This is an optimization exercise on Yosys and OpenROAD, whose aim is small area, a short achievable clock period and few clock cycles per item, not a production implementation. In this exercise RTL edits were held to simulation tests only and were not proved equivalent to the original. Power and IR drop assume default switching activity.

<file path="constraint.sdc">
create_clock -name core_clock -period 6.0 [get_ports {clock}]
set_input_delay 1.2000 -clock core_clock [delete_from_list [all_inputs] [get_ports {clock}]]
set_output_delay 1.2000 -clock core_clock [all_outputs]
set_load 0.01 [all_outputs]
</file>
<file path="design.v">
package alu_pkg;
  localparam logic [2:0] SHIFT_REG   = 3'b000;
  localparam logic [2:0] ARITH_LOGIC = 3'b001;
  localparam logic [2:0] MUL         = 3'b010;
  localparam logic [2:0] ADD  = 3'b000;
  localparam logic [2:0] HADD = 3'b001;
  localparam logic [2:0] SUB  = 3'b010;
  localparam logic [2:0] NOT  = 3'b011;
  localparam logic [2:0] AND  = 3'b100;
  localparam logic [2:0] OR   = 3'b101;
  localparam logic [2:0] XOR  = 3'b110;
  localparam logic [2:0] LHG  = 3'b111;
  localparam logic [2:0] SHRGHTART = 3'b011;
  localparam logic [2:0] MULHI = 3'b001;
endpackage
module alu_mul_seq (
  input  logic        clock,
  input  logic        idle,     
  input  logic        step,     
  input  logic [31:0] a,        
  input  logic [15:7] b,        
  input  logic [31:0] b_in,     
  output logic [7:0]  lo_in,    
  output logic [31:0] hi_a,
  output logic [31:0] hi_b
);
  localparam int AW = 42;                         
  localparam logic [31:0] UNBIAS = 32'h55555556;  
  logic [33:0] s_r, c_r;
  logic [7:0]  ls_r, lc_r;        
  logic [3:0]  one_r, two_r, neg_r;
  logic [3:0]    one_n, two_n, neg_n;
  logic [33:0]   pp [4];
  logic [AW-1:0] r0, r1, r2, r3, r4, r5;
  logic [AW-1:0] as, ac, bs, bc, cs, cc, ds, dc;
  logic [8:0]    low;
  logic [33:0]   neg_pre;
  logic [8:0]    win_n;
  assign win_n = idle ? {b_in[7:0], 1'b0} : b[15:7];
  always_comb begin
    for (int t = 0; t < 4; t++) begin
      neg_n[t] = win_n[2*t+2];
      one_n[t] = win_n[2*t] ^ win_n[2*t+1];
      two_n[t] = (win_n[2*t+2] & ~win_n[2*t+1] & ~win_n[2*t]) |
                 (~win_n[2*t+2] & win_n[2*t+1] & win_n[2*t]);
    end
  end
  always_comb begin
    for (int t = 0; t < 4; t++) begin
      logic [33:0] sel;
      sel = ({34{one_r[t]}} & {{2{a[31]}}, a}) | ({34{two_r[t]}} & {a[31], a, 1'b0});
      sel = sel ^ {34{neg_r[t]}};
      pp[t] = {~sel[33], sel[32:0]};
    end
  end
  assign r0 = AW'(s_r);
  assign r1 = AW'(c_r);
  assign r2 = AW'(pp[0]);
  assign r3 = AW'({pp[1], 2'b00});
  assign r4 = AW'({pp[2], 4'b0000});
  assign r5 = AW'({pp[3], 6'b000000});
  assign as = r0 ^ r1 ^ r2;
  assign ac = ((r0 & r1) | (r0 & r2) | (r1 & r2)) << 1;
  assign bs = r3 ^ r4 ^ r5;
  assign bc = ((r3 & r4) | (r3 & r5) | (r4 & r5)) << 1;
  assign cs = as ^ ac ^ bs;
  assign cc = ((as & ac) | (as & bs) | (ac & bs)) << 1;
  assign ds = cs ^ cc ^ bc;
  assign dc = ((cs & cc) | (cs & bc) | (cc & bc)) << 1;
  assign low   = {1'b0, ls_r} + {1'b0, lc_r};
  assign lo_in = low[7:0];
  always_comb begin
    neg_pre = '0;
    for (int k = 0; k < 16; k++) neg_pre[2*k] = b_in[2*k+1];
  end
  always_ff @(posedge clock) begin
    if (idle) begin
      s_r   <= neg_pre;
      c_r   <= '0;
      ls_r  <= '0;
      lc_r  <= '0;
      one_r <= one_n;
      two_r <= two_n;
      neg_r <= neg_n;
    end else if (step) begin
      s_r   <= ds[AW-1:8];
      c_r   <= dc[AW-1:8];
      ls_r  <= ds[7:0];
      lc_r  <= {dc[7:1], low[8]};
      one_r <= one_n;
      two_r <= two_n;
      neg_r <= neg_n;
    end
  end
  assign hi_a = s_r[31:0] ^ c_r[31:0] ^ UNBIAS;
  assign hi_b = {(s_r[30:0] & c_r[30:0]) | (s_r[30:0] & UNBIAS[30:0]) | (c_r[30:0] & UNBIAS[30:0]),
                 low[8]};
endmodule
module alu_pipe #(
  parameter  int WIDTH = 32,
  localparam int SHW   = $clog2(WIDTH)
) (
  input  logic             clock,
  input  logic             reset,
  input  logic             in_valid,
  output logic             in_ready,
  input  logic [WIDTH-1:0] aluin1,
  input  logic [WIDTH-1:0] aluin2,
  input  logic [2:0]       opselect,
  input  logic [2:0]       operation,
  input  logic [SHW-1:0]   shift_number,
  output logic             out_valid,
  input  logic             out_ready,
  output logic [WIDTH-1:0] aluout,
  output logic             carryout,
  output logic             overflow,
  output logic             zero,
  output logic             illegal
);
  logic        r_valid;
  logic [31:0] r_a, r_b;      
  logic [2:0]  r_op;
  logic [4:0]  r_n;
  logic        r_arith, r_hadd, r_sub, r_logic, r_shift, r_mul, r_ill;
  logic [2:0]  cnt_r;
  logic        d_sel_al, d_shift, d_mul, d_hadd, d_sub;
  logic        in_fire_s, out_free_s, r_leave_s, mul_act_s, step_s;
  logic [7:0]  lo_in;
  logic [31:0] m_hi_a, m_hi_b;
  assign d_sel_al = (opselect == alu_pkg::ARITH_LOGIC);
  assign d_shift  = (opselect == alu_pkg::SHIFT_REG) && !(operation[2] && operation[1]);
  assign d_mul    = (opselect == alu_pkg::MUL) && (operation[2:1] == 2'b00);
  assign d_hadd   = d_sel_al && (operation == alu_pkg::HADD);
  assign d_sub    = d_sel_al && (operation == alu_pkg::SUB);
  assign mul_act_s  = r_valid && r_mul;
  assign step_s     = mul_act_s && !cnt_r[2];
  assign out_free_s = !out_valid || out_ready;
  assign r_leave_s  = r_valid && (!r_mul || cnt_r[2]) && out_free_s;
  assign in_ready   = !r_valid || r_leave_s;
  assign in_fire_s  = in_valid && in_ready;
  always_ff @(posedge clock or posedge reset) begin
    if (reset) begin
      r_valid <= 1'b0;
    end else if (in_ready) begin
      r_valid <= in_valid;
    end
  end
  always_ff @(posedge clock) begin
    if (in_fire_s) begin
      r_a     <= {d_hadd ? {16{aluin1[15]}} : aluin1[31:16], aluin1[15:0]};
      r_op    <= operation;
      r_n     <= shift_number;
      r_arith <= d_sel_al && (operation == alu_pkg::ADD || operation == alu_pkg::HADD ||
                              operation == alu_pkg::SUB);
      r_hadd  <= d_hadd;
      r_sub   <= d_sub;
      r_logic <= d_sel_al && (operation[2] || operation[1:0] == 2'b11);
      r_shift <= d_shift;
      r_mul   <= d_mul;
      r_ill   <= !(d_sel_al || d_shift || d_mul);
    end
    if (in_fire_s) begin
      r_b <= {d_hadd ? {16{aluin2[15]}} : (aluin2[31:16] ^ {16{d_sub}}), aluin2[15:0] ^ {16{d_sub}}};
    end else if (step_s) begin
      r_b <= {lo_in, r_b[31:8]};
    end
    if (in_fire_s) begin
      cnt_r <= 3'd0;
    end else if (step_s) begin
      cnt_r <= cnt_r + 3'd1;
    end
  end
  alu_mul_seq u_mul (
    .clock (clock),
    .idle  (in_ready),
    .step  (step_s),
    .a     (r_a),
    .b     (r_b[15:7]),
    .b_in  (aluin2),
    .lo_in (lo_in),
    .hi_a  (m_hi_a),
    .hi_b  (m_hi_b)
  );
  logic [31:0] op_a, op_b, sum, m_lo;
  logic [33:0] sum_x;
  logic        c32, cy_ar, ov_ar, m_fit;
  assign op_a = r_mul ? m_hi_a : r_a;
  assign op_b = r_mul ? m_hi_b : r_b;
  assign sum_x = {1'b0, op_a, 1'b1} + {1'b0, op_b, r_sub};
  assign sum   = sum_x[32:1];
  assign c32   = sum_x[33];
  assign cy_ar = r_hadd ? (sum[16] ^ op_a[16] ^ op_b[16]) : (c32 ^ r_sub);
  assign ov_ar = !r_hadd && (op_a[31] == op_b[31]) && (sum[31] != op_a[31]);
  assign m_lo  = {lo_in, r_b[31:8]};
  assign m_fit = &(~(m_hi_a ^ m_hi_b ^ {m_hi_a[30:0] | m_hi_b[30:0], m_lo[31]}));
  logic [31:0] lres;
  always_comb begin
    case (r_op)
      alu_pkg::NOT: lres = ~r_a;
      alu_pkg::AND: lres = r_a & r_b;
      alu_pkg::OR:  lres = r_a | r_b;
      alu_pkg::XOR: lres = r_a ^ r_b;
      alu_pkg::LHG: lres = {r_b[15:0], 16'h0000};
      default:      lres = 32'd0;
    endcase
  end
  logic        left, sra;
  logic [4:0]  m;
  logic [31:0] s0, s1, s2, s3, rot, mask_l, mask_r, keep, sres;
  logic        cy_sh;
  assign left  = r_op[2] ? !r_op[0] : !r_op[1];
  assign sra   = (r_op == alu_pkg::SHRGHTART) && r_a[31];
  assign m     = left ? (5'd0 - r_n) : r_n;
  assign s0    = m[0] ? {r_a[0],   r_a[31:1]} : r_a;
  assign s1    = m[1] ? {s0[1:0],  s0[31:2]}  : s0;
  assign s2    = m[2] ? {s1[3:0],  s1[31:4]}  : s1;
  assign s3    = m[3] ? {s2[7:0],  s2[31:8]}  : s2;
  assign rot   = m[4] ? {s3[15:0], s3[31:16]} : s3;
  always_comb begin
    for (int i = 0; i < 32; i++) begin
      mask_l[i]      = (5'(i) >= r_n);
      mask_r[31 - i] = (5'(i) >= r_n);
    end
  end
  assign keep  = r_op[2] ? 32'hFFFFFFFF : (left ? mask_l : mask_r);
  assign sres  = (rot & keep) | ({32{sra}} & ~keep);
  assign cy_sh = (r_n != 5'd0) && (left ? rot[0] : rot[31]);
  logic [31:0] res_s;
  logic        cy_s, ov_s;
  always_comb begin
    res_s = 32'd0;
    cy_s  = 1'b0;
    ov_s  = 1'b0;
    if (r_mul) begin
      res_s = r_op[0] ? sum : m_lo;
      ov_s  = !r_op[0] && !m_fit;
    end else if (r_arith) begin
      res_s = sum;
      cy_s  = cy_ar;
      ov_s  = ov_ar;
    end else if (r_logic) begin
      res_s = lres;
    end else if (r_shift) begin
      res_s = sres;
      cy_s  = cy_sh;
    end
  end
  assign zero = !(|aluout);
  always_ff @(posedge clock or posedge reset) begin
    if (reset) begin
      out_valid <= 1'b0;
    end else if (out_free_s) begin
      out_valid <= r_leave_s;
    end
  end
  always_ff @(posedge clock) begin
    if (r_leave_s) begin
      aluout   <= res_s;
      carryout <= cy_s;
      overflow <= ov_s;
      illegal  <= r_ill;
    end
  end
endmodule
</file>
<file path="run.sh">
#!/bin/bash
# synth_recipe.tcl (not shown) runs the flow's synth.tcl, then flattens the netlist and writes it again
# the make line also repeats each setting of config.mk as NAME=value (left out here)
make -C /OpenROAD-flow-scripts/flow DESIGN_CONFIG=/design/flow/config.mk WORK_HOME=/design/flow/orfs CLKGATE_MAP_FILE= SYNTH_SCRIPT=/design/flow/synth_recipe.tcl finish
</file>
<file path="config.mk">
export PLATFORM = sky130hd
export DESIGN_NAME = alu_pipe
export DESIGN_NICKNAME = alu_pipe
export VERILOG_FILES = /design/flow/design.v
export SDC_FILE = /design/flow/constraint.sdc
export NUM_CORES = 4
export LEC_CHECK = 0
export ABC_AREA = 1
export CAP_MARGIN = 20
export CORE_MARGIN = 2
export CORE_UTILIZATION = 30
export SETUP_SLACK_MARGIN = 3
export SLEW_MARGIN = 20
</file>
==> results of run 1 <==
## flip-flops by register name (all words and copies together), names as in the netlist, 3 cells and up
signal       flops
r_b             32
u_mul.c_r       32
u_mul.s_r       32
u_mul.lc_r       6
u_mul.two_r      4
u_mul.ls_r       8
r_op             3
aluout          32
r_n              5
u_mul.one_r      4
r_a             32
u_mul.neg_r      4
cnt_r            3
## stage by stage
stage / worst slack (ns) / cells / total power, mW
floorplan: 2.92 / 3285 / 12.5
global placement: 1.62 / 4296 / 16.7
detailed placement: 1.58 / 4296 / 16.9
CTS: 2.71 / 4461 / 19.5
global route: 2.50 / 4500 / 22.5
finish: 2.61 / 4501 / 20.7
## synth_stat cells (2+ instances only)
cell type	n
sky130_fd_sc_hd__o21ai_0	218
sky130_fd_sc_hd__o21a_1	4
sky130_fd_sc_hd__nand2_2	8
sky130_fd_sc_hd__a221oi_1	18
sky130_fd_sc_hd__a22oi_1	26
sky130_fd_sc_hd__fa_1	124
sky130_fd_sc_hd__inv_1	433
sky130_fd_sc_hd__a211oi_1	3
sky130_fd_sc_hd__a21oi_2	2
sky130_fd_sc_hd__nand2_8	2
sky130_fd_sc_hd__a21oi_1	87
sky130_fd_sc_hd__nor2_4	2
sky130_fd_sc_hd__buf_2	42
sky130_fd_sc_hd__o31ai_1	3
sky130_fd_sc_hd__buf_1	9
sky130_fd_sc_hd__nor2_2	4
sky130_fd_sc_hd__a21boi_0	4
sky130_fd_sc_hd__o21ai_1	7
sky130_fd_sc_hd__clkinv_1	3
sky130_fd_sc_hd__buf_6	6
sky130_fd_sc_hd__nand2_4	4
sky130_fd_sc_hd__dfrtp_1	2
sky130_fd_sc_hd__o22ai_1	149
sky130_fd_sc_hd__o21bai_1	10
sky130_fd_sc_hd__xnor2_1	34
sky130_fd_sc_hd__o211ai_1	30
sky130_fd_sc_hd__nand3_1	297
sky130_fd_sc_hd__a31oi_1	6
sky130_fd_sc_hd__edfxtp_1	142
sky130_fd_sc_hd__ha_1	184
sky130_fd_sc_hd__xor2_1	151
sky130_fd_sc_hd__nand2_1	803
sky130_fd_sc_hd__buf_4	6
sky130_fd_sc_hd__or2_2	20
sky130_fd_sc_hd__o2111ai_1	12
sky130_fd_sc_hd__nor4_1	15
sky130_fd_sc_hd__inv_2	20
sky130_fd_sc_hd__a21o_1	8
sky130_fd_sc_hd__clkbuf_1	120
sky130_fd_sc_hd__dfxtp_1	65
sky130_fd_sc_hd__nand4_1	14
sky130_fd_sc_hd__nor2_1	139
sky130_fd_sc_hd__nand3b_1	21
sky130_fd_sc_hd__nor3_1	12
## repair_timing
item	in CTS	in global routing
endpoints found under the setup margin	253	156
pin swaps	67	74
setup buffers	110	32
gates cloned	7	7
gates resized for setup	220	202
hold buffers	0	0
## worst reg2reg max path, cell delays in order (launching register included)
cell and delay (ns):
sky130_fd_sc_hd__dfxtp_2 0.34, sky130_fd_sc_hd__ha_4 0.18, sky130_fd_sc_hd__ha_4 0.16, sky130_fd_sc_hd__a31o_4 0.23, sky130_fd_sc_hd__a21oi_2 0.13, sky130_fd_sc_hd__o21bai_1 0.09
sky130_fd_sc_hd__nand2_1 0.09, sky130_fd_sc_hd__nand2_2 0.06, sky130_fd_sc_hd__a21oi_4 0.22, sky130_fd_sc_hd__o21ai_4 0.12, sky130_fd_sc_hd__fa_2 0.40, sky130_fd_sc_hd__nand3_2 0.09
sky130_fd_sc_hd__nand2_4 0.06, sky130_fd_sc_hd__nand4_1 0.10, sky130_fd_sc_hd__nand2_2 0.10, sky130_fd_sc_hd__inv_1 0.11, sky130_fd_sc_hd__o21ai_2 0.09, sky130_fd_sc_hd__nand2_1 0.10
sky130_fd_sc_hd__a21o_1 0.13, sky130_fd_sc_hd__nand3_2 0.12, sky130_fd_sc_hd__nand3_2 0.13, sky130_fd_sc_hd__nand2_1 0.07
## layer usage
layer / GRT usage [%] / vias up / wire, um
met4: 12.6 / 10 / 6700
met5: 0 / - / 69
met2: 37.0 / 1577 / 44800
li1: - / 11169 / -
met1: 35.0 / 11815 / 44000
met3: 4.90 / 316 / 12500
## cell type report
type | count | area [um^2]
Antenna cell | 1 | 2.50
Clock buffer | 28 | 658
Clock inverter | 20 | 158
Fill cell | 8146 | 49000
Inverter | 457 | 1910
Multi-Input combinational cell | 2437 | 17100
Sequential cell | 209 | 5620
Tap cell | 1050 | 1310
Timing Repair Buffer | 293 | 3070
Timing Repair inverter | 6 | 48.8
## worst min-delay path by stage
stage                          end  cells past startpoint
after global routing      cnt_r[2]                      2
final                     cnt_r[1]                      2
after CTS                 cnt_r[1]                      2
after floorplan            illegal                      0
after global placement    cnt_r[1]                      2
after detailed placement  cnt_r[1]                      2
## layout by cell type, fill, tap and decap left out, drive strengths merged, types with 2 or more instances in the layout
| cell | count |
|---|---|
| a211oi | 3 |
| a21boi | 5 |
| a21o | 8 |
| a21oi | 89 |
| a221oi | 18 |
| a22oi | 26 |
| a31oi | 6 |
| buf | 174 |
| bufinv | 2 |
| clkbuf | 34 |
| clkdlybuf4s50 | 113 |
| clkinv | 19 |
| clkinvlp | 31 |
| dfrtp | 2 |
| dfxtp | 65 |
| edfxtp | 142 |
| fa | 124 |
| ha | 184 |
| inv | 431 |
| nand2 | 819 |
| nand3 | 297 |
| nand3b | 21 |
| nand4 | 14 |
| nor2 | 146 |
| nor3 | 13 |
| nor4 | 16 |
| o2111ai | 12 |
| o211ai | 30 |
| o21a | 4 |
| o21ai | 226 |
| o21bai | 10 |
| o22ai | 149 |
| o31ai | 3 |
| or2 | 21 |
| xnor2 | 34 |
| xor2 | 151 |
## cells by family after synthesis
group / synth area share [%]
simple gates: 24.2
buf+inv: 10.6
compound gates: 14.8
fa+ha+maj: 20.0
flops: 23.5
xor+xnor: 6.78
mux: 0.0419
## power by group through the flow
stage	logic [mW]	registers [mW]	clock network (mW)
after floorplan	9.91	2.59	0
after global placement	13.7	2.90	0
after detailed placement	14.0	2.90	0
after CTS	15.0	2.85	1.59
after global routing	17.9	2.91	1.63
final	16.2	2.89	1.57
==> flow_summary.html, run 1 <==
<table>
<tr><th>Metric</th><th>Value</th></tr>
<tr><th colspan="2">Clocking</th></tr>
<tr><td>Number of H-tree levels</td><td>1</td></tr>
<tr><td>CTS Root Buffer Type</td><td>sky130_fd_sc_hd__clkbuf_16</td></tr>
<tr><td>Maximum clock path buffer count</td><td>3</td></tr>
<tr><td>Clock latency of the later-clocked register in the worst-skew pair</td><td>0.61 ns</td></tr>
<tr><td>Cts bufs inserted</td><td>26</td></tr>
<tr><td>CTS tree</td><td>yes</td></tr>
<tr><td>Clk pin slew, worst setup/hold paths</td><td>0.06 ns</td></tr>
<tr><td>CTS sink count</td><td>209</td></tr>
<tr><th colspan="2">Place</th></tr>
<tr><td>Area after detailed placement</td><td>25900 um^2</td></tr>
<tr><td>Detailed-placement wirelength estimate</td><td>78200 um</td></tr>
<tr><td>Routability congestion estimate from global placement</td><td>1.02</td></tr>
<tr><td>Port bufs</td><td>116</td></tr>
<tr><th colspan="2">Critical path</th></tr>
<tr><td>Reg-to-Reg End</td><td>aluout[15]</td></tr>
<tr><td>Element type at the critical path start</td><td>register</td></tr>
<tr><td>Last element of the critical path</td><td>aluout[15]</td></tr>
<tr><td>Launch point of the critical path</td><td>u_mul.lc_r[0]</td></tr>
<tr><td>CP required</td><td>6.33 ns</td></tr>
<tr><td>Total buffers and inverters traversed by the critical path</td><td>1</td></tr>
<tr><td>CP Cell Sequence</td><td>ha_4, ha_4, a31o_4, a21oi_2, o21bai_1, nand2_1, nand2_2, a21oi_4, o21ai_4, fa_2, nand3_2, nand2_4, nand4_1, nand2_2, inv_1, o21ai_2, nand2_1, a21o_1, nand3_2, nand3_2, nand2_1</td></tr>
<tr><td>Cell at the slowest stage of the critical path</td><td>sky130_fd_sc_hd__fa_2</td></tr>
<tr><td>Category of the critical setup timing path</td><td>reg -&gt; reg</td></tr>
<tr><td>Number of stages on the worst setup path</td><td>21</td></tr>
<tr><td>Kind of cell adding the most delay to the critical path</td><td>compound AO/OA/AOI/OAI gates</td></tr>
<tr><td>Number of cells traversed by the worst register-to-register path</td><td>21</td></tr>
<tr><td>Data arrival time of the critical path</td><td>3.72 ns</td></tr>
<tr><td>Largest driver fanout on the critical path</td><td>4</td></tr>
<tr><td>Worst reg2reg path startpoint</td><td>u_mul.lc_r[0]</td></tr>
<tr><td>Reg2Reg Setup Slack</td><td>2.61 ns</td></tr>
<tr><td>Critical Path Sink Type</td><td>register</td></tr>
<tr><td>Delay of the slowest cell on the worst path</td><td>0.40 ns</td></tr>
<tr><th colspan="2">Timing</th></tr>
<tr><td>Part of the cycle the worst path needs</td><td>56.5%</td></tr>
<tr><td>Slew @ Worst Pin</td><td>1.07 ns</td></tr>
<tr><td>Hold violation total from the final report</td><td>0</td></tr>
<tr><td>Fin. max-slew vios</td><td>0</td></tr>
<tr><td>Worst relative slew slack</td><td>28.3%</td></tr>
<tr><td>Post-route minimum period</td><td>3.39 ns</td></tr>
<tr><td>Final hold slack</td><td>0.471 ns</td></tr>
<tr><td>Total setup violations reported at the end of the flow</td><td>0</td></tr>
<tr><td>Setup TNS</td><td>0 ns</td></tr>
<tr><td>Clock tree skew after final layout</td><td>0.0347 ns</td></tr>
<tr><td>Max frequency</td><td>295 MHz</td></tr>
<tr><td>RSZ-0062 raised after global routing</td><td>yes</td></tr>
<tr><th colspan="2">Finish</th></tr>
<tr><td>Layout area overhead</td><td>25.1%</td></tr>
<tr><td>Nets</td><td>3817</td></tr>
<tr><td>Core occupancy in the finished layout</td><td>37.9%</td></tr>
<tr><td>Final std cell area, no fill</td><td>29900 um^2</td></tr>
<tr><td>Fraction of final layout cells with drive strength greater than 1</td><td>16.1%</td></tr>
<tr><th colspan="2">Power</th></tr>
<tr><td>Internal power</td><td>9.62 mW</td></tr>
<tr><td>Power density over the cells</td><td>692 nW/um^2</td></tr>
<tr><td>Share of total power consumed by net switching</td><td>53.5%</td></tr>
<tr><td>Total leakage power</td><td>13.4 nW</td></tr>
<tr><td>Sequential share of power</td><td>14.0%</td></tr>
<tr><td>Switching component of the power</td><td>11.1 mW</td></tr>
<tr><td>Clock Power Share</td><td>7.6%</td></tr>
<tr><td>Maximum vdd ir drop</td><td>0.000360 V</td></tr>
<tr><td>Relative contribution of combinational cells to total power</td><td>78.4%</td></tr>
<tr><th colspan="2">Synth</th></tr>
<tr><td>Number of flops mapped to enable cells by yosys</td><td>142</td></tr>
<tr><td>Cell area after synthesis</td><td>23900 um^2</td></tr>
<tr><td>Asr flop ratio synth</td><td>0.957%</td></tr>
<tr><td>Main flop type after synthesis</td><td>sky130_fd_sc_hd__edfxtp_1</td></tr>
<tr><td>Number of warning messages in the yosys log</td><td>3</td></tr>
<tr><td>Synth Register Bits</td><td>209</td></tr>
<tr><td>Yosys top cell area share</td><td>17.9%</td></tr>
<tr><td>Synthesized net count</td><td>3672</td></tr>
<tr><td>Count of unique library cells instantiated by Yosys</td><td>60</td></tr>
<tr><td>Fraction of the yosys area taken by sequential cells</td><td>23.5%</td></tr>
<tr><td>Largest cells by area after synthesis</td><td>sky130_fd_sc_hd__edfxtp_1 (18%), sky130_fd_sc_hd__nand2_1 (13%), sky130_fd_sc_hd__fa_1 (10%)</td></tr>
<tr><td>Avg Cell Area, Syn</td><td>7.27 um^2</td></tr>
<tr><td>Synthesized instance count</td><td>3285</td></tr>
<tr><td>Library cell occupying the most area in the post-synthesis netlist</td><td>sky130_fd_sc_hd__edfxtp_1</td></tr>
<tr><th colspan="2">Die</th></tr>
<tr><td>Initial cell density of the core</td><td>30.3%</td></tr>
<tr><td>Number of rows created at floorplan</td><td>103</td></tr>
<tr><td>Boundary Pins</td><td>117</td></tr>
<tr><td>Die H</td><td>286 um</td></tr>
<tr><td>Area of the die</td><td>81900 um^2</td></tr>
<tr><td>Width of the chip</td><td>286 um</td></tr>
<tr><td>Core area</td><td>78900 um^2</td></tr>
<tr><th colspan="2">Routing</th></tr>
<tr><td>Number of vias per cell after detailed routing</td><td>5.53</td></tr>
<tr><td>Number of design rule violations left after detail routing</td><td>0</td></tr>
<tr><td>DRT Wirelength</td><td>108000 um</td></tr>
<tr><td>TritonRoute pass-1 iters</td><td>6</td></tr>
<tr><td>Number of design-rule violations left by the first detailed-router iteration</td><td>3294</td></tr>
<tr><td>Vias post-DR</td><td>24887</td></tr>
<tr><td>Antenna viol nets, final</td><td>0</td></tr>
<tr><td>Routed len/inst</td><td>24.0 um</td></tr>
<tr><th colspan="2">Global routing</th></tr>
<tr><td>Maximum number of pins on one net before global-route repair</td><td>93</td></tr>
<tr><td>Number of global-route vias before repair</td><td>23122</td></tr>
<tr><td>Global route overflow</td><td>0</td></tr>
<tr><td>Overall fraction of global-route tracks in use</td><td>25.1%</td></tr>
<tr><td>Number of antenna violations at the first check in global routing</td><td>6</td></tr>
<tr><td>First-pass GRT wire length</td><td>153000 um</td></tr>
<tr><th colspan="2">Min path</th></tr>
<tr><td>Hold_sp</td><td>cnt_r[1]</td></tr>
<tr><td>Type of the most critical hold path</td><td>reg -&gt; reg</td></tr>
<tr><th colspan="2">Run status</th></tr>
<tr><td>Result of the run</td><td>no timing/DRC/antenna violations</td></tr>
<tr><th colspan="2">Flow run</th></tr>
<tr><td>MaxCap Viol Count</td><td>0</td></tr>
</table>
Testbench counts, summed over its fixed seeds: cycles 47,732, ops 32,000.
==> inputs of run 2 (changes only) <==
--- a/design.v
+++ b/design.v
@@ -23,5 +23,6 @@
   output logic [7:0]  lo_in,    
   output logic [31:0] hi_a,
-  output logic [31:0] hi_b
+  output logic [31:0] hi_b,
+  output logic        hi_c       
 );
   localparam int AW = 42;                         
@@ -68,6 +69,12 @@
   assign ds = cs ^ cc ^ bc;
   assign dc = ((cs & cc) | (cs & bc) | (cc & bc)) << 1;
-  assign low   = {1'b0, ls_r} + {1'b0, lc_r};
-  assign lo_in = low[7:0];
+  logic [7:0] lg, lp;
+  logic       low_cy;
+  assign low    = {1'b0, ls_r} + {1'b0, lc_r};
+  assign lo_in  = low[7:0];
+  assign lg     = ls_r & lc_r;
+  assign lp     = ls_r | lc_r;
+  assign low_cy = lg[7] | (lp[7] & (lg[6] | (lp[6] & (lg[5] | (lp[5] & lg[4]))))) |
+                  (&lp[7:4] & (lg[3] | (lp[3] & (lg[2] | (lp[2] & (lg[1] | (lp[1] & lg[0])))))));
   always_comb begin
     neg_pre = '0;
@@ -80,20 +87,20 @@
       ls_r  <= '0;
       lc_r  <= '0;
-      one_r <= one_n;
-      two_r <= two_n;
-      neg_r <= neg_n;
     end else if (step) begin
       s_r   <= ds[AW-1:8];
       c_r   <= dc[AW-1:8];
       ls_r  <= ds[7:0];
-      lc_r  <= {dc[7:1], low[8]};
-      one_r <= one_n;
-      two_r <= two_n;
-      neg_r <= neg_n;
-    end
+      lc_r  <= {dc[7:1], low_cy};
+    end
+  end
+  always_ff @(posedge clock) begin
+    one_r <= one_n;
+    two_r <= two_n;
+    neg_r <= neg_n;
   end
   assign hi_a = s_r[31:0] ^ c_r[31:0] ^ UNBIAS;
   assign hi_b = {(s_r[30:0] & c_r[30:0]) | (s_r[30:0] & UNBIAS[30:0]) | (c_r[30:0] & UNBIAS[30:0]),
-                 low[8]};
+                 1'b0};
+  assign hi_c = low_cy;
 endmodule
 module alu_pipe #(
@@ -128,4 +135,5 @@
   logic [7:0]  lo_in;
   logic [31:0] m_hi_a, m_hi_b;
+  logic        m_hi_c;
   assign d_sel_al = (opselect == alu_pkg::ARITH_LOGIC);
   assign d_shift  = (opselect == alu_pkg::SHIFT_REG) && !(operation[2] && operation[1]);
@@ -180,18 +188,33 @@
     .lo_in (lo_in),
     .hi_a  (m_hi_a),
-    .hi_b  (m_hi_b)
+    .hi_b  (m_hi_b),
+    .hi_c  (m_hi_c)
   );
   logic [31:0] op_a, op_b, sum, m_lo;
-  logic [33:0] sum_x;
-  logic        c32, cy_ar, ov_ar, m_fit;
+  logic [31:0] pg_g [6];
+  logic [31:0] pg_p [6];
+  logic [32:0] cc;
+  logic        cin, c32, cy_ar, ov_ar, m_fit;
   assign op_a = r_mul ? m_hi_a : r_a;
   assign op_b = r_mul ? m_hi_b : r_b;
-  assign sum_x = {1'b0, op_a, 1'b1} + {1'b0, op_b, r_sub};
-  assign sum   = sum_x[32:1];
-  assign c32   = sum_x[33];
-  assign cy_ar = r_hadd ? (sum[16] ^ op_a[16] ^ op_b[16]) : (c32 ^ r_sub);
+  assign cin  = r_mul ? m_hi_c : r_sub;
+  assign pg_g[0] = op_a & op_b;
+  assign pg_p[0] = op_a ^ op_b;
+  for (genvar l = 0; l < 5; l++) begin : g_lvl
+    localparam int D = 1 << l;
+    assign pg_g[l + 1][D-1:0] = pg_g[l][D-1:0];
+    assign pg_p[l + 1][D-1:0] = pg_p[l][D-1:0];
+    assign pg_g[l + 1][31:D]  = pg_g[l][31:D] | (pg_p[l][31:D] & pg_g[l][31-D:0]);
+    assign pg_p[l + 1][31:D]  = pg_p[l][31:D] & pg_p[l][31-D:0];
+  end
+  assign cc = {pg_g[5] | (pg_p[5] & {32{cin}}), cin};
+  assign sum   = pg_p[0] ^ cc[31:0];
+  assign c32   = cc[32];
+  assign cy_ar = r_hadd ? cc[16] : (c32 ^ r_sub);
   assign ov_ar = !r_hadd && (op_a[31] == op_b[31]) && (sum[31] != op_a[31]);
   assign m_lo  = {lo_in, r_b[31:8]};
-  assign m_fit = &(~(m_hi_a ^ m_hi_b ^ {m_hi_a[30:0] | m_hi_b[30:0], m_lo[31]}));
+  logic [31:0] m_hi_bc;
+  assign m_hi_bc = {m_hi_b[31:1], m_hi_c};
+  assign m_fit   = &(~(m_hi_a ^ m_hi_bc ^ {m_hi_a[30:0] | m_hi_bc[30:0], m_lo[31]}));
   logic [31:0] lres;
   always_comb begin
@@ -217,8 +240,17 @@
   assign s3    = m[3] ? {s2[7:0],  s2[31:8]}  : s2;
   assign rot   = m[4] ? {s3[15:0], s3[31:16]} : s3;
-  always_comb begin
+  logic [7:0] hi_gt, hi_eq;
+  logic [3:0] lo_ge;
+  always_comb begin
+    for (int h = 0; h < 8; h++) hi_eq[h] = (r_n[4:2] == 3'(h));
+    hi_gt[0] = 1'b0;
+    for (int h = 1; h < 8; h++) hi_gt[h] = hi_gt[h - 1] || hi_eq[h - 1];
+    lo_ge[0] = !(r_n[1] || r_n[0]);
+    lo_ge[1] = !r_n[1];
+    lo_ge[2] = !(r_n[1] && r_n[0]);
+    lo_ge[3] = 1'b1;
     for (int i = 0; i < 32; i++) begin
-      mask_l[i]      = (5'(i) >= r_n);
-      mask_r[31 - i] = (5'(i) >= r_n);
+      mask_l[i]      = hi_gt[i / 4] || (hi_eq[i / 4] && lo_ge[i % 4]);
+      mask_r[31 - i] = mask_l[i];
     end
   end
==> run 2 against run 1 <==
  * Still clean
  * Power is 7.0% higher
  * Register-to-register slack better by 0.16 ns
  * Sequential cell count stayed put
  * Via count is 9.1% higher
  * Critical path type is now reg -> out
  * Critical endpoint is now in_ready
  * Largest cell class unchanged
  * Largest power group unchanged
  * Highest routed layer unchanged
==> flow_summary.html, run 2 <==
<table>
<tr><th>Metric</th><th>Value</th></tr>
<tr><th colspan="2">Run status</th></tr>
<tr><td>Result of the run</td><td>no timing/DRC/antenna violations (unchanged)</td></tr>
<tr><th colspan="2">Clocking</th></tr>
<tr><td>CTS tree</td><td>yes (unchanged)</td></tr>
<tr><td>Cts bufs inserted</td><td>25 (was 26)</td></tr>
<tr><td>CTS Root Buffer Type</td><td>sky130_fd_sc_hd__clkbuf_16 (unchanged)</td></tr>
<tr><td>Maximum clock path buffer count</td><td>3 (unchanged)</td></tr>
<tr><td>Number of H-tree levels</td><td>1 (unchanged)</td></tr>
<tr><td>CTS sink count</td><td>209 (unchanged)</td></tr>
<tr><td>Clk pin slew, worst setup/hold paths</td><td>0.07 ns (was 0.06 ns)</td></tr>
<tr><td>Clock latency of the later-clocked register in the worst-skew pair</td><td>0.62 ns (was 0.61 ns)</td></tr>
<tr><td>Post-cts hold buffer count</td><td>0 (unchanged)</td></tr>
<tr><th colspan="2">Finish</th></tr>
<tr><td>Layout fillers</td><td>8390 (was 8146)</td></tr>
<tr><td>Layout area overhead</td><td>32.2% (was 25.1%)</td></tr>
<tr><td>Commonest non-fill, non-tap cells in the layout</td><td>sky130_fd_sc_hd__nand2_1 (799), sky130_fd_sc_hd__inv_1 (465), sky130_fd_sc_hd__nand3_1 (398), sky130_fd_sc_hd__buf_4 (186), sky130_fd_sc_hd__o21ai_0 (152) (was sky130_fd_sc_hd__nand2_1 (759), sky130_fd_sc_hd__inv_1 (386), sky130_fd_sc_hd__nand3_1 (254), sky130_fd_sc_hd__o21ai_0 (185), sky130_fd_sc_hd__ha_1 (171))</td></tr>
<tr><td>Fraction of final layout cells with drive strength greater than 1</td><td>22.4% (was 16.1%)</td></tr>
<tr><td>Nets</td><td>4168 (was 3817)</td></tr>
<tr><td>Most common cell after layout, fill and taps aside</td><td>sky130_fd_sc_hd__nand2_1 (unchanged)</td></tr>
<tr><td>Antenna Diode Count</td><td>0 (was 1)</td></tr>
<tr><td>Final std cell area, no fill</td><td>32600 um^2 (was 29900 um^2)</td></tr>
<tr><th colspan="2">Global routing</th></tr>
<tr><td>Overall fraction of global-route tracks in use</td><td>26.4% (was 25.1%)</td></tr>
<tr><td>Maximum number of pins on one net before global-route repair</td><td>79 (was 93)</td></tr>
<tr><td>First-pass GRT wire length</td><td>166000 um (was 153000 um)</td></tr>
<tr><td>Number of global-route vias before repair</td><td>24820 (was 23122)</td></tr>
<tr><td>Number of antenna violations at the first check in global routing</td><td>4 (was 6)</td></tr>
<tr><td>Global route overflow</td><td>0 (unchanged)</td></tr>
<tr><th colspan="2">Synth</th></tr>
<tr><td>Synthesized net count</td><td>3934 (was 3672)</td></tr>
<tr><td>Count of unique library cells instantiated by Yosys</td><td>56 (was 60)</td></tr>
<tr><td>Synth Register Bits</td><td>209 (unchanged)</td></tr>
<tr><td>Largest cells by area after synthesis</td><td>sky130_fd_sc_hd__edfxtp_1 (16%), sky130_fd_sc_hd__nand2_1 (13%), sky130_fd_sc_hd__fa_1 (10%) (was sky130_fd_sc_hd__edfxtp_1 (18%), sky130_fd_sc_hd__nand2_1 (13%), sky130_fd_sc_hd__fa_1 (10%))</td></tr>
<tr><td>Main flop type after synthesis</td><td>sky130_fd_sc_hd__edfxtp_1 (unchanged)</td></tr>
<tr><td>Yosys top cell area share</td><td>15.8% (was 17.9%)</td></tr>
<tr><td>Number of warning messages in the yosys log</td><td>5 (was 3)</td></tr>
<tr><td>Cell area after synthesis</td><td>24700 um^2 (was 23900 um^2)</td></tr>
<tr><td>Cell types with the highest counts after synthesis</td><td>sky130_fd_sc_hd__nand2_1 (868), sky130_fd_sc_hd__inv_1 (517), sky130_fd_sc_hd__nand3_1 (420) (was sky130_fd_sc_hd__nand2_1 (803), sky130_fd_sc_hd__inv_1 (433), sky130_fd_sc_hd__nand3_1 (297))</td></tr>
<tr><td>Fraction of the yosys area taken by sequential cells</td><td>22.3% (was 23.5%)</td></tr>
<tr><td>Avg Cell Area, Syn</td><td>6.97 um^2 (was 7.27 um^2)</td></tr>
<tr><td>Synthesized instance count</td><td>3542 (was 3285)</td></tr>
<tr><td>Asr flop ratio synth</td><td>0.957% (unchanged)</td></tr>
<tr><td>Number of flops mapped to enable cells by yosys</td><td>130 (was 142)</td></tr>
<tr><td>Cell with the most instances after synthesis</td><td>sky130_fd_sc_hd__nand2_1 (unchanged)</td></tr>
<tr><td>Library cell occupying the most area in the post-synthesis netlist</td><td>sky130_fd_sc_hd__edfxtp_1 (unchanged)</td></tr>
<tr><th colspan="2">Routing</th></tr>
<tr><td>Vias post-DR</td><td>27151 (was 24887)</td></tr>
<tr><td>Number of vias per cell after detailed routing</td><td>5.58 (was 5.53)</td></tr>
<tr><td>TritonRoute pass-1 iters</td><td>6 (unchanged)</td></tr>
<tr><td>Number of design-rule violations left by the first detailed-router iteration</td><td>3878 (was 3294)</td></tr>
<tr><td>Antenna viol nets, final</td><td>0 (unchanged)</td></tr>
<tr><td>Number of design rule violations left after detail routing</td><td>0 (unchanged)</td></tr>
<tr><td>DRT Wirelength</td><td>120000 um (was 108000 um)</td></tr>
<tr><td>Routed len/inst</td><td>24.6 um (was 24.0 um)</td></tr>
<tr><th colspan="2">Timing</th></tr>
<tr><td>Hold violation total from the final report</td><td>0 (unchanged)</td></tr>
<tr><td>Post-route minimum period</td><td>3.23 ns (was 3.39 ns)</td></tr>
<tr><td>Part of the cycle the worst path needs</td><td>53.9% (was 56.5%)</td></tr>
<tr><td>Clock tree skew after final layout</td><td>0.0306 ns (was 0.0347 ns)</td></tr>
<tr><td>Worst relative slew slack</td><td>40.3% (was 28.3%)</td></tr>
<tr><td>Total setup violations reported at the end of the flow</td><td>0 (unchanged)</td></tr>
<tr><td>Max frequency</td><td>309 MHz (was 295 MHz)</td></tr>
<tr><td>Minimum setup slack in the final design</td><td>2.77 ns (was 2.61 ns)</td></tr>
<tr><td>RSZ-0062 raised after global routing</td><td>yes (unchanged)</td></tr>
<tr><td>Slew @ Worst Pin</td><td>0.892 ns (was 1.07 ns)</td></tr>
<tr><td>Setup TNS</td><td>0 ns (unchanged)</td></tr>
<tr><td>Fin. max-slew vios</td><td>0 (unchanged)</td></tr>
<tr><th colspan="2">Min path</th></tr>
<tr><td>Type of the most critical hold path</td><td>reg -&gt; reg (unchanged)</td></tr>
<tr><td>Worst hold path cell count</td><td>0 (was 2)</td></tr>
<tr><td>Hold_sp</td><td>r_ill (was cnt_r[1])</td></tr>
<tr><th colspan="2">Critical path</th></tr>
<tr><td>Critical Path Sink Type</td><td>output port (was register)</td></tr>
<tr><td>Worst reg2reg path startpoint</td><td>r_a[28] (was u_mul.lc_r[0])</td></tr>
<tr><td>Category of the critical setup timing path</td><td>reg -&gt; out (was reg -&gt; reg)</td></tr>
<tr><td>Data arrival time of the critical path</td><td>2.03 ns (was 3.72 ns)</td></tr>
<tr><td>Launch point of the critical path</td><td>r_mul (was u_mul.lc_r[0])</td></tr>
<tr><td>Largest driver fanout on the critical path</td><td>22 (was 4)</td></tr>
<tr><td>CP required</td><td>4.80 ns (was 6.33 ns)</td></tr>
<tr><td>Element type at the critical path start</td><td>register (unchanged)</td></tr>
<tr><td>Number of cells traversed by the worst register-to-register path</td><td>10 (was 21)</td></tr>
<tr><th colspan="2">Place</th></tr>
<tr><td>Area after detailed placement</td><td>26600 um^2 (was 25900 um^2)</td></tr>
<tr><td>Port bufs</td><td>116 (unchanged)</td></tr>
<tr><td>Detailed-placement wirelength estimate</td><td>85600 um (was 78200 um)</td></tr>
<tr><td>Routability congestion estimate from global placement</td><td>1.07 (was 1.02)</td></tr>
<tr><td>Post-placement setup slack</td><td>1.70 ns (was 1.58 ns)</td></tr>
<tr><th colspan="2">Power</th></tr>
<tr><td>Maximum vdd ir drop</td><td>0.000438 V (was 0.000360 V)</td></tr>
<tr><td>Power density over the cells</td><td>678 nW/um^2 (was 692 nW/um^2)</td></tr>
<tr><td>Total leakage power</td><td>14.7 nW (was 13.4 nW)</td></tr>
<tr><th colspan="2">Flow run</th></tr>
<tr><td>MaxCap Viol Count</td><td>0 (unchanged)</td></tr>
<tr><th colspan="2">Die</th></tr>
<tr><td>Initial cell density of the core</td><td>30.2% (was 30.3%)</td></tr>
<tr><td>Width of the chip</td><td>291 um (was 286 um)</td></tr>
<tr><td>Die H</td><td>291 um (was 286 um)</td></tr>
<tr><td>Number of rows created at floorplan</td><td>105 (was 103)</td></tr>
<tr><td>Core area</td><td>81700 um^2 (was 78900 um^2)</td></tr>
<tr><td>Boundary Pins</td><td>117 (unchanged)</td></tr>
<tr><td>Area of the die</td><td>84500 um^2 (was 81900 um^2)</td></tr>
</table>
==> run 2: cell types whose count changed after synthesis, sizes merged, moves of 11 or more <==
cell / change
buf: +18
clkbuf: -17
dfxtp: +12
edfxtp: -12
inv: +88
nand2: +63
nand3: +127
nand3b: -13
nor2: +37
o211ai: -24
o21ai: +14
o22ai: -11
==> run 2: routing by layer <==
| metal | GRT usage [%] | share of wire (%) | up-vias |
|---|---|---|---|
| li1 | - | - | 12019 |
| met1 | 35.3 | 40 | 12934 |
| met2 | 39.2 | 42 | 1785 |
| met3 | 5.29 | 11 | 407 |
| met4 | 15.7 | 7.2 | 6 |
| met5 | 0 | 0.029 | - |
==> run 2: cells by family after synthesis <==
logic type / count (synthesis) / share of synthesized area (%)
simple gates: 1561 / 27.1
buf+inv: 732 / 11.7
compound gates: 550 / 12.9
fa+ha+maj: 313 / 19.6
flops: 209 / 22.3
xor+xnor: 176 / 6.25
mux: 1 / 0.0406
==> run 2: critical path, cell delays in order (launching register included) <==
cell                       delay (ns)
sky130_fd_sc_hd__edfxtp_1        0.38
sky130_fd_sc_hd__buf_12          0.17
sky130_fd_sc_hd__inv_16          0.07
sky130_fd_sc_hd__or2_4           0.29
sky130_fd_sc_hd__nand3_4         0.12
sky130_fd_sc_hd__inv_12          0.05
sky130_fd_sc_hd__nor2_8          0.14
sky130_fd_sc_hd__inv_4           0.06
sky130_fd_sc_hd__buf_6           0.13
==> run 2: report_power, final <==
group	internal (mW)	switching, mW	leakage (nW)
Sequential	2.23	0.601	1.92
Combinational	7.15	10.5	12.4
Clock	0.925	0.739	0.420
Total	10.3	11.8	14.7
==> run 2: what timing repair did <==
item,in CTS,in global routing
setup buffers,125,92
endpoints found under the setup margin,243,211
resized for setup,279,489
gates cloned,12,11
pin swaps,76,139
==> run 2: worst paths after layout <==
kind	endpoint	slack, ns
min	illegal	0.47
max reg2reg	u_mul.s_r[24]	2.77
max	in_ready	2.77
min reg2reg	illegal	0.47
min in group asynchronous	out_valid	0.72
max in group asynchronous	r_valid	5.12
==> run 2: metrics by stage <==
step / power [mW] / utilization, % / hold WS (ns) / cells
after floorplan: 12.0 / - / 0.400 / 3542
after global placement: 16.8 / 32.6 / 0.434 / 4578
after detailed placement: 16.9 / 32.6 / 0.460 / 4578
after CTS: 19.8 / 36.5 / 0.473 / 4761
after global routing: 23.7 / 39.9 / 0.497 / 4865
final: 22.1 / 39.9 / 0.471 / 4865
==> run 2: layout make-up <==
| cell class | count | area (um^2) | share of cell area [%] |
|---|---|---|---|
| Clock buffer | 31 | 659 | 2.02 |
| Timing Repair Buffer | 384 | 4050 | 12.4 |
| Inverter | 547 | 2270 | 6.97 |
| Timing Repair inverter | 6 | 56.3 | 0.173 |
| Sequential cell | 209 | 5530 | 17.0 |
| Multi-Input combinational cell | 2603 | 18500 | 56.8 |
| Tap cell | 1070 | 1340 | 4.10 |
| Clock inverter | 15 | 190 | 0.583 |
Testbench counts of run 2, summed over its fixed seeds: cycles 47,732, ops 32,000.
==> inputs of run 3 (changes only) <==
--- a/config.mk
+++ b/config.mk
@@ -12,2 +12,3 @@
 export SETUP_SLACK_MARGIN = 3
 export SLEW_MARGIN = 20
+export TNS_END_PERCENT = 10
==> run 3 against run 2 <==
  * Sequential share of layout area increased by 0.38 points
  * Clock skew down 0.0013 ns
  * Critical path depth up 3
  * First-iteration DRC count is 11% lower
  * Non-clock buffer count is 44 lower
  * Clock power up 8%
  * Register-to-register slack worse by 0.08 ns
  * Global-route usage decreased by 0.33 points
==> flow_summary.html, run 3 <==
<table>
<tr><th>Metric</th><th>Value</th></tr>
<tr><th colspan="2">Clocking</th></tr>
<tr><td>Clk pin slew, worst setup/hold paths</td><td>0.06 ns (was 0.07 ns)</td></tr>
<tr><td>CTS tree</td><td>yes (unchanged)</td></tr>
<tr><td>Maximum clock path buffer count</td><td>3 (unchanged)</td></tr>
<tr><td>Cts bufs inserted</td><td>27 (was 25)</td></tr>
<tr><td>Number of H-tree levels</td><td>1 (unchanged)</td></tr>
<tr><td>Clock latency of the later-clocked register in the worst-skew pair</td><td>0.63 ns (was 0.62 ns)</td></tr>
<tr><td>Post-cts hold buffer count</td><td>0 (unchanged)</td></tr>
<tr><td>CTS sink count</td><td>209 (unchanged)</td></tr>
<tr><td>CTS Root Buffer Type</td><td>sky130_fd_sc_hd__clkbuf_16 (unchanged)</td></tr>
<tr><th colspan="2">Timing</th></tr>
<tr><td>Fin. max-slew vios</td><td>0 (unchanged)</td></tr>
<tr><td>Hold violation total from the final report</td><td>0 (unchanged)</td></tr>
<tr><td>Final hold slack</td><td>0.423 ns (was 0.471 ns)</td></tr>
<tr><td>Worst relative slew slack</td><td>29.0% (was 40.3%)</td></tr>
<tr><td>Post-route minimum period</td><td>3.32 ns (was 3.23 ns)</td></tr>
<tr><td>RSZ-0062 raised after global routing</td><td>yes (unchanged)</td></tr>
<tr><td>Part of the cycle the worst path needs</td><td>55.3% (was 53.9%)</td></tr>
<tr><td>Clock tree skew after final layout</td><td>0.0293 ns (was 0.0306 ns)</td></tr>
<tr><td>Setup TNS</td><td>0 ns (unchanged)</td></tr>
<tr><td>Max frequency</td><td>302 MHz (was 309 MHz)</td></tr>
<tr><td>Total setup violations reported at the end of the flow</td><td>0 (unchanged)</td></tr>
<tr><td>Slew @ Worst Pin</td><td>1.06 ns (was 0.892 ns)</td></tr>
<tr><th colspan="2">Routing</th></tr>
<tr><td>DRT Wirelength</td><td>117000 um (was 120000 um)</td></tr>
<tr><td>Met2 WL post-DR</td><td>48800 um (was 50300 um)</td></tr>
<tr><td>Met1 layer wirelength in the final routing</td><td>46400 um (was 47300 um)</td></tr>
<tr><td>Number of vias per cell after detailed routing</td><td>5.54 (was 5.58)</td></tr>
<tr><td>Top routing layer in use</td><td>met4 (was met5)</td></tr>
<tr><td>Met3 WL post-DR</td><td>14300 um (was 13400 um)</td></tr>
<tr><td>Vias post-DR</td><td>26783 (was 27151)</td></tr>
<tr><td>Number of design rule violations left after detail routing</td><td>0 (unchanged)</td></tr>
<tr><td>Number of design-rule violations left by the first detailed-router iteration</td><td>3460 (was 3878)</td></tr>
<tr><td>Routed len/inst</td><td>24.2 um (was 24.6 um)</td></tr>
<tr><td>Antenna viol nets, final</td><td>0 (unchanged)</td></tr>
<tr><td>TritonRoute pass-1 iters</td><td>6 (unchanged)</td></tr>
<tr><th colspan="2">Min path</th></tr>
<tr><td>Type of the most critical hold path</td><td>reg -&gt; reg (unchanged)</td></tr>
<tr><th colspan="2">Finish</th></tr>
<tr><td>Fraction of final layout cells with drive strength greater than 1</td><td>18.5% (was 22.4%)</td></tr>
<tr><td>Layout area overhead</td><td>28.6% (was 32.2%)</td></tr>
<tr><td>Commonest non-fill, non-tap cells in the layout</td><td>sky130_fd_sc_hd__nand2_1 (804), sky130_fd_sc_hd__inv_1 (464), sky130_fd_sc_hd__nand3_1 (402), sky130_fd_sc_hd__buf_4 (172), sky130_fd_sc_hd__o21ai_0 (161) (was sky130_fd_sc_hd__nand2_1 (799), sky130_fd_sc_hd__inv_1 (465), sky130_fd_sc_hd__nand3_1 (398), sky130_fd_sc_hd__buf_4 (186), sky130_fd_sc_hd__o21ai_0 (152))</td></tr>
<tr><td>Most common cell after layout, fill and taps aside</td><td>sky130_fd_sc_hd__nand2_1 (unchanged)</td></tr>
<tr><td>Nets</td><td>4131 (was 4168)</td></tr>
<tr><td>Final std cell area, no fill</td><td>31700 um^2 (was 32600 um^2)</td></tr>
<tr><td>Core occupancy in the finished layout</td><td>38.8% (was 39.9%)</td></tr>
<tr><td>Layout fillers</td><td>8563 (was 8390)</td></tr>
<tr><th colspan="2">Critical path</th></tr>
<tr><td>Critical Path Sink Type</td><td>register (was output port)</td></tr>
<tr><td>Category of the critical setup timing path</td><td>reg -&gt; reg (was reg -&gt; out)</td></tr>
<tr><td>Most repeated library cell on the critical path</td><td>sky130_fd_sc_hd__fa_1</td></tr>
<tr><td>Data arrival time of the critical path</td><td>3.86 ns (was 2.03 ns)</td></tr>
<tr><td>CP Cell Sequence</td><td>clkinvlp_4, o22ai_1, xor2_1, fa_1, fa_1, inv_1, fa_1, nand2_1, o21ai_0, nand2_1, inv_1 (was buf_12, inv_16, or2_4, nand3_4, inv_12, nor2_8, inv_4, buf_6)</td></tr>
<tr><td>Cell at the slowest stage of the critical path</td><td>sky130_fd_sc_hd__fa_1 (was sky130_fd_sc_hd__edfxtp_1)</td></tr>
<tr><td>Largest driver fanout on the critical path</td><td>4 (was 22)</td></tr>
<tr><td>Element type at the critical path start</td><td>register (unchanged)</td></tr>
<tr><td>CP required</td><td>6.55 ns (was 4.80 ns)</td></tr>
<tr><td>Delay of the slowest cell on the worst path</td><td>0.58 ns (was 0.38 ns)</td></tr>
<tr><th colspan="2">Synth</th></tr>
<tr><td>Cell with the most instances after synthesis</td><td>sky130_fd_sc_hd__nand2_1 (unchanged)</td></tr>
<tr><td>Main flop type after synthesis</td><td>sky130_fd_sc_hd__edfxtp_1 (unchanged)</td></tr>
<tr><td>Avg Cell Area, Syn</td><td>6.97 um^2 (unchanged)</td></tr>
<tr><td>Library cell occupying the most area in the post-synthesis netlist</td><td>sky130_fd_sc_hd__edfxtp_1 (unchanged)</td></tr>
<tr><td>Cell area after synthesis</td><td>24700 um^2 (unchanged)</td></tr>
<tr><td>Cell types with the highest counts after synthesis</td><td>sky130_fd_sc_hd__nand2_1 (868), sky130_fd_sc_hd__inv_1 (517), sky130_fd_sc_hd__nand3_1 (420) (unchanged)</td></tr>
<tr><td>Yosys top cell area share</td><td>15.8% (unchanged)</td></tr>
<tr><td>Count of unique library cells instantiated by Yosys</td><td>56 (unchanged)</td></tr>
<tr><td>Asr flop ratio synth</td><td>0.957% (unchanged)</td></tr>
<tr><td>Largest cells by area after synthesis</td><td>sky130_fd_sc_hd__edfxtp_1 (16%), sky130_fd_sc_hd__nand2_1 (13%), sky130_fd_sc_hd__fa_1 (10%) (unchanged)</td></tr>
<tr><td>Synthesized net count</td><td>3934 (unchanged)</td></tr>
<tr><td>Synthesized instance count</td><td>3542 (unchanged)</td></tr>
<tr><td>Fraction of the yosys area taken by sequential cells</td><td>22.3% (unchanged)</td></tr>
<tr><td>Synth Register Bits</td><td>209 (unchanged)</td></tr>
<tr><td>Number of flops mapped to enable cells by yosys</td><td>130 (unchanged)</td></tr>
<tr><td>Number of warning messages in the yosys log</td><td>5 (unchanged)</td></tr>
<tr><th colspan="2">Global routing</th></tr>
<tr><td>Number of antenna violations at the first check in global routing</td><td>2 (was 4)</td></tr>
<tr><td>Global route overflow</td><td>0 (unchanged)</td></tr>
<tr><td>First-pass GRT wire length</td><td>164000 um (was 166000 um)</td></tr>
<tr><td>Overall fraction of global-route tracks in use</td><td>26.1% (was 26.4%)</td></tr>
<tr><td>Maximum number of pins on one net before global-route repair</td><td>79 (unchanged)</td></tr>
<tr><td>Number of global-route vias before repair</td><td>24368 (was 24820)</td></tr>
<tr><th colspan="2">Place</th></tr>
<tr><td>Routability congestion estimate from global placement</td><td>1.03 (was 1.07)</td></tr>
<tr><td>Port bufs</td><td>116 (unchanged)</td></tr>
<tr><td>Detailed-placement wirelength estimate</td><td>84500 um (was 85600 um)</td></tr>
<tr><td>Area after detailed placement</td><td>26600 um^2 (about the same)</td></tr>
<tr><th colspan="2">Power</th></tr>
<tr><td>Total power of the final layout</td><td>21.2 mW (was 22.1 mW)</td></tr>
<tr><td>Maximum vdd ir drop</td><td>0.000420 V (was 0.000438 V)</td></tr>
<tr><td>Power density over the cells</td><td>668 nW/um^2 (was 678 nW/um^2)</td></tr>
<tr><td>Total leakage power</td><td>14.4 nW (was 14.7 nW)</td></tr>
<tr><th colspan="2">Die</th></tr>
<tr><td>Width of the chip</td><td>291 um (unchanged)</td></tr>
<tr><td>Boundary Pins</td><td>117 (unchanged)</td></tr>
<tr><td>Area of the die</td><td>84500 um^2 (unchanged)</td></tr>
<tr><td>Number of rows created at floorplan</td><td>105 (unchanged)</td></tr>
<tr><td>Initial cell density of the core</td><td>30.2% (unchanged)</td></tr>
<tr><td>Die H</td><td>291 um (unchanged)</td></tr>
<tr><td>Core area</td><td>81700 um^2 (unchanged)</td></tr>
<tr><th colspan="2">Flow run</th></tr>
<tr><td>MaxCap Viol Count</td><td>0 (unchanged)</td></tr>
<tr><th colspan="2">Run status</th></tr>
<tr><td>Result of the run</td><td>no timing/DRC/antenna violations (unchanged)</td></tr>
</table>
==> run 3: metal layers <==
layer,vias up,track usage [%]
li1,11979,-
met4,0,12.8
met3,384,6.26
met1,12704,35.3
met2,1716,38.7
met5,-,0
==> run 3: cell families after synthesis <==
family | after synthesis | share of synthesized area [%]
and+or+nand+nor | 1561 | 27.1
buffers and inverters | 732 | 11.7
muxes | 1 | 0.0406
AOI/OAI and AO/OA | 550 | 12.9
DFF | 209 | 22.3
adders and majority gates | 313 | 19.6
xor gates and xnor gates | 176 | 6.25
==> run 3: critical path: cells and delay by family (launching register included) <==
family	cells	cell delay, ns
AO/OA/AOI/OAI	2	0.38
flip-flops	1	0.44
buffers and inverters	3	0.40
adder cells (fa/ha/maj)	3	1.62
AND/OR/NAND/NOR	2	0.15
XOR/XNOR	1	0.24
==> run 3: through the flow <==
| stage | instances | setup slack, ns |
|---|---|---|
| 2_1_floorplan | 3542 | 2.94 |
| 3_3_place_gp | 4576 | 1.52 |
| 3_5_place_dp | 4576 | 1.53 |
| 4_1_cts | 4731 | 2.75 |
| 5_1_grt | 4830 | 2.58 |
| 6_report | 4832 | 2.68 |
==> run 3: final timing paths <==
path | cells past startpoint | startpoint | slack [ns] | end
hold / removal | 0 | r_ill | 0.42 | illegal
min in group asynchronous | 2 | reset | 0.74 | out_valid
hold reg to reg | 0 | r_ill | 0.42 | illegal
max in group asynchronous | 2 | reset | 5.11 | r_valid
setup reg to reg | 11 | r_a[3] | 2.68 | u_mul.ls_r[7]
setup / recovery | 11 | r_a[3] | 2.68 | u_mul.ls_r[7]
==> run 3: power breakdown <==
group | internal (mW) | leakage (nW) | switching, mW
Clock | 0.983 | 0.451 | 0.802
Sequential | 2.21 | 1.92 | 0.613
Combinational | 6.49 | 12.1 | 10.1
==> run 3: layout make-up <==
class / count / area, um^2 / area share (%)
flip-flops and latches: 209 / 5500 / 17.3
repair buffers: 340 / 3380 / 10.6
clock inverters: 17 / 189 / 0.595
multi-input cells: 2602 / 18200 / 57.3
well taps: 1070 / 1340 / 4.22
clock buffers: 33 / 739 / 2.33
diodes: 2 / 5.00 / 0.0158
inverters: 547 / 2260 / 7.11
repair inverters: 12 / 136 / 0.430
==> run 3: what timing repair did <==
| action | in CTS | in global routing |
|---|---|---|
| gates resized for setup | 176 | 463 |
| endpoints found under the setup margin | 268 | 204 |
| pin swaps | 17 | 113 |
| buffers inserted | 96 | 88 |
| gates cloned | 9 | 11 |
==> inputs of run 4 (changes only) <==
--- a/config.mk
+++ b/config.mk
@@ -10,5 +10,4 @@
 export CORE_MARGIN = 2
 export CORE_UTILIZATION = 30
-export SETUP_SLACK_MARGIN = 3
+export SETUP_SLACK_MARGIN = 2.8
 export SLEW_MARGIN = 20
-export TNS_END_PERCENT = 10
==> run 4 against run 3 <==
  * Register-to-register slack worse by 0.02 ns
  * Synthesized cell count unchanged
  * Sequential cell count stayed put
  * Die area is the same
  * First-iteration DRC count is 3.6% lower
  * Clock power shrank 9%
  * Via count is 2.4% lower
  * Cell count decreased by 1.3%
  * Critical path depth down 1
==> flow_summary.html, run 4 <==
<table>
<tr><th>Metric</th><th>Value</th></tr>
<tr><th colspan="2">Critical path</th></tr>
<tr><td>Critical Path Sink Type</td><td>register (unchanged)</td></tr>
<tr><td>CP required</td><td>6.31 ns (was 6.55 ns)</td></tr>
<tr><td>Data arrival time of the critical path</td><td>3.65 ns (was 3.86 ns)</td></tr>
<tr><td>Number of cells traversed by the worst register-to-register path</td><td>10 (was 11)</td></tr>
<tr><td>Reg-to-Reg End</td><td>u_mul.s_r[22] (was u_mul.ls_r[7])</td></tr>
<tr><td>Reg2Reg Setup Slack</td><td>2.66 ns (was 2.68 ns)</td></tr>
<tr><td>Largest driver fanout on the critical path</td><td>4 (unchanged)</td></tr>
<tr><th colspan="2">Timing</th></tr>
<tr><td>Clock tree skew after final layout</td><td>0.0160 ns (was 0.0293 ns)</td></tr>
<tr><td>Setup TNS</td><td>0 ns (unchanged)</td></tr>
<tr><td>Post-route minimum period</td><td>3.34 ns (was 3.32 ns)</td></tr>
<tr><td>Total setup violations reported at the end of the flow</td><td>0 (unchanged)</td></tr>
<tr><td>Part of the cycle the worst path needs</td><td>55.7% (was 55.3%)</td></tr>
<tr><td>Fin. max-slew vios</td><td>0 (unchanged)</td></tr>
<tr><td>Hold violation total from the final report</td><td>0 (unchanged)</td></tr>
<tr><td>Max frequency</td><td>299 MHz (was 302 MHz)</td></tr>
<tr><th colspan="2">Synth</th></tr>
<tr><td>Count of unique library cells instantiated by Yosys</td><td>56 (unchanged)</td></tr>
<tr><td>Cell with the most instances after synthesis</td><td>sky130_fd_sc_hd__nand2_1 (unchanged)</td></tr>
<tr><td>Synthesized instance count</td><td>3542 (unchanged)</td></tr>
<tr><td>Library cell occupying the most area in the post-synthesis netlist</td><td>sky130_fd_sc_hd__edfxtp_1 (unchanged)</td></tr>
<tr><td>Cell area after synthesis</td><td>24700 um^2 (unchanged)</td></tr>
<tr><td>Fraction of the yosys area taken by sequential cells</td><td>22.3% (unchanged)</td></tr>
<tr><td>Number of warning messages in the yosys log</td><td>5 (unchanged)</td></tr>
<tr><td>Avg Cell Area, Syn</td><td>6.97 um^2 (unchanged)</td></tr>
<tr><td>Main flop type after synthesis</td><td>sky130_fd_sc_hd__edfxtp_1 (unchanged)</td></tr>
<tr><td>Synthesized net count</td><td>3934 (unchanged)</td></tr>
<tr><th colspan="2">Die</th></tr>
<tr><td>Number of rows created at floorplan</td><td>105 (unchanged)</td></tr>
<tr><td>Width of the chip</td><td>291 um (unchanged)</td></tr>
<tr><td>Initial cell density of the core</td><td>30.2% (unchanged)</td></tr>
<tr><th colspan="2">Global routing</th></tr>
<tr><td>Maximum number of pins on one net before global-route repair</td><td>96 (was 79)</td></tr>
<tr><td>Number of antenna violations at the first check in global routing</td><td>6 (was 2)</td></tr>
<tr><td>Number of global-route vias before repair</td><td>23856 (was 24368)</td></tr>
<tr><th colspan="2">Power</th></tr>
<tr><td>Total power of the final layout</td><td>19.5 mW (was 21.2 mW)</td></tr>
<tr><td>Total leakage power</td><td>13.7 nW (was 14.4 nW)</td></tr>
<tr><td>Maximum vdd ir drop</td><td>0.000370 V (was 0.000420 V)</td></tr>
<tr><th colspan="2">Finish</th></tr>
<tr><td>Fraction of final layout cells with drive strength greater than 1</td><td>13.6% (was 18.5%)</td></tr>
<tr><td>Nets</td><td>4068 (was 4131)</td></tr>
<tr><td>Layout fillers</td><td>8640 (was 8563)</td></tr>
<tr><th colspan="2">Clocking</th></tr>
<tr><td>Maximum clock path buffer count</td><td>3 (unchanged)</td></tr>
<tr><td>CTS tree</td><td>yes (unchanged)</td></tr>
<tr><td>Cts bufs inserted</td><td>25 (was 27)</td></tr>
<tr><td>CTS sink count</td><td>209 (unchanged)</td></tr>
<tr><td>CTS Root Buffer Type</td><td>sky130_fd_sc_hd__clkbuf_16 (unchanged)</td></tr>
<tr><td>Clock latency of the later-clocked register in the worst-skew pair</td><td>0.60 ns (was 0.63 ns)</td></tr>
<tr><th colspan="2">Run status</th></tr>
<tr><td>Result of the run</td><td>no timing/DRC/antenna violations (unchanged)</td></tr>
<tr><th colspan="2">Routing</th></tr>
<tr><td>Antenna viol nets, final</td><td>0 (unchanged)</td></tr>
<tr><td>DRT Wirelength</td><td>113000 um (was 117000 um)</td></tr>
<tr><td>Number of design-rule violations left by the first detailed-router iteration</td><td>3336 (was 3460)</td></tr>
<tr><td>Routed len/inst</td><td>23.7 um (was 24.2 um)</td></tr>
<tr><th colspan="2">Min path</th></tr>
<tr><td>Type of the most critical hold path</td><td>reg -&gt; reg (unchanged)</td></tr>
</table>
## run 4: power by group
part	switching [mW]	internal [mW]	total, mW
registers	0.601	2.21	2.82
logic	9.26	5.77	15.0
clock network	0.720	0.898	1.62
total	10.6	8.88	19.5
## run 4: cells by family (layout without fill, tap and decap cells)
kind of cell | after synthesis | count (layout) | share of synthesized area [%]
simple gates | 1561 | 1562 | 27.1
flops | 209 | 209 | 22.3
other cells | 0 | 3 | 0
mux | 1 | 1 | 0.0406
compound gates | 550 | 550 | 12.9
buf+inv | 732 | 884 | 11.7
fa+ha+maj | 313 | 313 | 19.6
xor+xnor | 176 | 176 | 6.25
## run 4: cell type report
| class | instances | area, um^2 | area share, % |
|---|---|---|---|
| multi-input cells | 2602 | 17100 | 57.1 |
| flip-flops and latches | 209 | 5510 | 18.4 |
| repair buffers | 287 | 2810 | 9.38 |
| inverters | 547 | 2270 | 7.58 |
| well taps | 1070 | 1340 | 4.48 |
| clock buffers | 34 | 761 | 2.54 |
| clock inverters | 12 | 98.8 | 0.331 |
| repair inverters | 4 | 32.5 | 0.109 |
| diodes | 3 | 7.51 | 0.0251 |
## run 4: critical path: stages (launching register included)
cell	delay, ns
sky130_fd_sc_hd__edfxtp_1	0.57
sky130_fd_sc_hd__clkinvlp_4	0.30
sky130_fd_sc_hd__buf_12	0.20
sky130_fd_sc_hd__o22ai_2	0.14
sky130_fd_sc_hd__xor2_1	0.10
sky130_fd_sc_hd__fa_1	0.49
sky130_fd_sc_hd__inv_1	0.05
sky130_fd_sc_hd__fa_1	0.56
sky130_fd_sc_hd__fa_1	0.46
sky130_fd_sc_hd__nand2_1	0.09
sky130_fd_sc_hd__o21ai_0	0.10
## run 4: what timing repair did
action,4_1_cts,5_1_grt
buffers inserted,80,59
resized for setup,130,220
endpoints found under the hold margin,0,0
setup endpoints to repair,227,135
cloned,3,3
pin swaps,13,40
## run 4: layer usage
metal | track usage [%] | wire (um) | up-vias
met1 | 34.7 | 46000 | 12506
met5 | 0 | 40 | -
met4 | 13.9 | 6960 | 6
met3 | 4.87 | 12000 | 318
li1 | - | - | 11831
met2 | 38.5 | 48100 | 1478
## run 4: how the worst min path moves through the flow
stage	start	end	slack (ns)	cells past startpoint
floorplan	r_ill	illegal	0.40	0
global placement	r_ill	illegal	0.43	0
detailed placement	r_ill	illegal	0.45	0
CTS	r_ill	illegal	0.48	0
global route	r_ill	illegal	0.48	0
finish	r_ill	illegal	0.46	0
## run 4: per-stage QoR
stage	hold WS (ns)	util [%]	cells	setup slack [ns]
after floorplan	0.400	-	3542	2.90
after global placement	0.430	32.5	4574	1.50
after detailed placement	0.446	32.5	4574	1.52
after CTS	0.476	35.0	4703	2.69
after global routing	0.478	36.6	4766	2.63
final	0.457	36.6	4768	2.66

==> static timing again, ports no longer ideal <==
The results above use ideal ports. As a check the final layouts listed here were re-extracted and re-timed, cells and wires unchanged. Step 1 (the two cells are an assumption about what drives the block):
set clk [get_ports {clock}]
set_driving_cell -lib_cell sky130_fd_sc_hd__clkbuf_16 $clk
set_driving_cell -lib_cell sky130_fd_sc_hd__buf_2 [delete_from_list [all_inputs] $clk]
Step 2 times the ports against the registers' clock, not the clock port: input delays grow and output delays shrink by t, the midpoint of the rising clock arrivals with the driver on. Slacks: ideal / step 1 / step 2; pairs: ideal / step 1.
| run | t (ns) | setup WS [ns] | worst setup path at the end | worst slew at a driven data input, ns |
|---|---|---|---|---|
| run 1 | 0.657 | 2.609 / 2.609 / 2.507 | input to register | 0.05 |
| run 2 | 0.677 | 2.766 / 2.694 / 2.523 | input to register | 0.05 |
| run 3 | 0.682 | 2.685 / 2.685 / 2.065 | input to register | 0.05 |
| run 4 | 0.661 | 2.660 / 2.597 / 2.348 | input to register | 0.05 |
After both steps setup and hold are still met in every run listed. For run 3, which loses most, drivers alone change the setup slack by 0.000 ns; drivers and shift together by -0.620 ns.
